This design comes from an exercise in tuning for a short achievable clock period and few clock cycles per item on the open sky130 flow, not from production work.
The RTL was checked by simulation tests, not by an equivalence proof against the original design.
Power figures rest on the tool's default switching activity, not on a simulated workload.

## run a
==> flow/design.v (excerpt) <==
module ex_mem_top (
   input  logic        CLK,
   input  logic        nRST,
   input  logic [3:0]  aluop,
   input  logic [31:0] porta,
   input  logic [31:0] portb,
   input  logic [31:0] imm,
   input  logic [31:0] pcn,
   input  logic [1:0]  br_kind,
   input  logic [1:0]  memtoreg,
   input  logic        regwrite,
   input  logic        memread,
   input  logic        memwrite,
   input  logic        halt,
   input  logic [4:0]  dest,
   output logic        ex_ready,
   output logic        branch_taken,
   output logic [31:0] branch_target,
   output logic        cyc,
   output logic        stb,
   output logic        we,
   output logic [31:0] adr,
   output logic [31:0] wdata,
   output logic [3:0]  sel,
   input  logic [31:0] rdata,
   input  logic        ack,
   output logic        retire_valid,
   output logic        retire_regwrite,
   output logic        retire_halt,
   output logic [4:0]  retire_dest,
   output logic [31:0] retire_data
);
Size: ~1200 flip-flops, roughly 330 I/O pins, ~0.054 mm2 of cells after synthesis.
clock: 6.5 ns
lec_check: 0
cap_margin: 20
core_margin: 2
core_utilization: 40
slew_margin: 20
run.sh (not shown) runs the stock make flow with config.mk's settings and CLKGATE_MAP_FILE= SYNTH_SCRIPT=/design/flow/synth_recipe.tcl, a recipe that flattens the netlist after the stock synthesis.
Testbench counts of run a, summed over its fixed seeds: cycles 160,400, items 160,000.
For run b, these inputs were changed with respect to run a:
diff --git a/flow/design.v b/flow/design.v
--- a/flow/design.v
+++ b/flow/design.v
@@ -26,34 +26,44 @@
    input  logic        nRST,
    input  logic [1:0]  br_kind,
    input  logic [31:0] porta,
    input  logic [31:0] portb,
    input  logic [31:0] pcn,
    input  logic [31:0] imm,
    input  logic        hand,
+   input  logic        full,
+   output logic        stage_q,
+   output logic        cond_q,
    output logic        squash_q,
-   output logic        taken,
-   output logic [31:0] target
+   output logic [31:0] target_q
 );
    logic cond;
    always_comb begin
       case (br_kind)
          2'd1:    cond = (porta == portb);
          2'd2:    cond = (porta != portb);
          2'd3:    cond = 1'b1;
          default: cond = 1'b0;
       endcase
    end
-   assign taken = hand && cond && !squash_q;
-   assign target = pcn + {imm[29:0], 2'b00};
    always_ff @(posedge CLK, negedge nRST) begin
       if (!nRST) begin
+         stage_q <= 1'b0;
          squash_q <= 1'b0;
       end else if (hand) begin
-         squash_q <= taken;
+         stage_q <= 1'b0;
+         squash_q <= stage_q && cond_q && !full;
+      end else if ((br_kind != 2'd0) && !squash_q && !stage_q) begin
+         stage_q <= 1'b1;
+      end
+   end
+   always_ff @(posedge CLK) begin
+      if (!stage_q) begin
+         cond_q <= cond;
+         target_q <= pcn + {imm[29:0], 2'b00};
       end
    end
 endmodule
 `timescale 1ns/1ps
 `timescale 1ns/1ps
 `timescale 1ns/1ps
 module ex_mem_top (
@@ -86,31 +96,37 @@
    output logic        retire_regwrite,
    output logic        retire_halt,
    output logic [4:0]  retire_dest,
    output logic [31:0] retire_data
 );
    localparam int D  = 8;           
    localparam int AW = 3;            
-   logic        squash_q, full_q;
-   logic        hand;
+   logic        stage_q, cond_q, squash_q, full_q;
+   logic [31:0] target_q;
+   logic        is_br, hand;
    branch_resolve u_branch (
       .CLK      (CLK),
       .nRST     (nRST),
       .br_kind  (br_kind),
       .porta    (porta),
       .portb    (portb),
       .pcn      (pcn),
       .imm      (imm),
       .hand     (hand),
+      .full     (full_q),
+      .stage_q  (stage_q),
+      .cond_q   (cond_q),
       .squash_q (squash_q),
-      .taken    (branch_taken),
-      .target   (branch_target)
+      .target_q (target_q)
    );
-   assign ex_ready = !full_q;
+   assign is_br = br_kind[0] | br_kind[1];
+   assign ex_ready = !full_q && (!is_br || stage_q || squash_q);
    assign hand = ex_ready;
+   assign branch_taken = stage_q && cond_q && !full_q;
+   assign branch_target = target_q;
    logic        v1;
    logic [31:0] a1, b1, oth1, pcn1, wd1;
    logic        cin1, s_add1, s_slt1, s_sltu1, sdiff1;
    logic        rw1, halt1, mem1, we1, ld1, pcsel1;
    logic [4:0]  dest1;
    logic [31:0] bsel, logic_r, shift_r;
    logic        sub_in, mem_in;
[summary]
- The higher number of flops mapped to enable cells by yosys of run b and run a is in run b.
- Run a → run b: headroom to the max-slew limit has remained practically unchanged; final cycle utilization of the critical path has decreased.
- From run a to run b the numbers moved as follows: final wirelength climbed about 4%; length of routed met3 wiring went up about 32%; combinational cell fraction of total power shows a reduction of 0.4 points.
Testbench counts of run b, summed over its fixed seeds: cycles 184,260, items 160,000.

-- separate check: timing with driven ports --
Ports are ideal in the flow. The routed layouts listed here were re-timed in OpenROAD.
Step 1 (the two cells are an assumption about what drives the block):
set clk [get_ports {CLK}]
set_driving_cell -lib_cell sky130_fd_sc_hd__clkbuf_16 $clk
set_driving_cell -lib_cell sky130_fd_sc_hd__buf_2 [delete_from_list [all_inputs] $clk]
Step 2 moves the port delays by t, midway between the first and last clock arrival at a register: inputs arrive t later, outputs are due t later. That takes back most of the time a late clock gives input paths.
Three values: ideal, step 1, step 2; two values: the first two.
| run | t (ns) | setup slack, ns | latest minus earliest clock arrival (ns) | slew at the worst register clock pin (ns) | worst slew at a driven data input, ns |
|---|---|---|---|---|---|
| run a | 0.827 | 0.292 / 0.261 / 0.261 | 0.052 / 0.052 | 0.07 / 0.07 | 0.18 |
| run b | 0.835 | 1.632 / 1.632 / 1.213 | 0.036 / 0.035 | 0.07 / 0.07 | 0.17 |
After both steps setup and hold are still met in every run listed. The setup slack of run b, which loses most, moves by 0.000 ns with the drivers and by -0.419 ns with both steps.
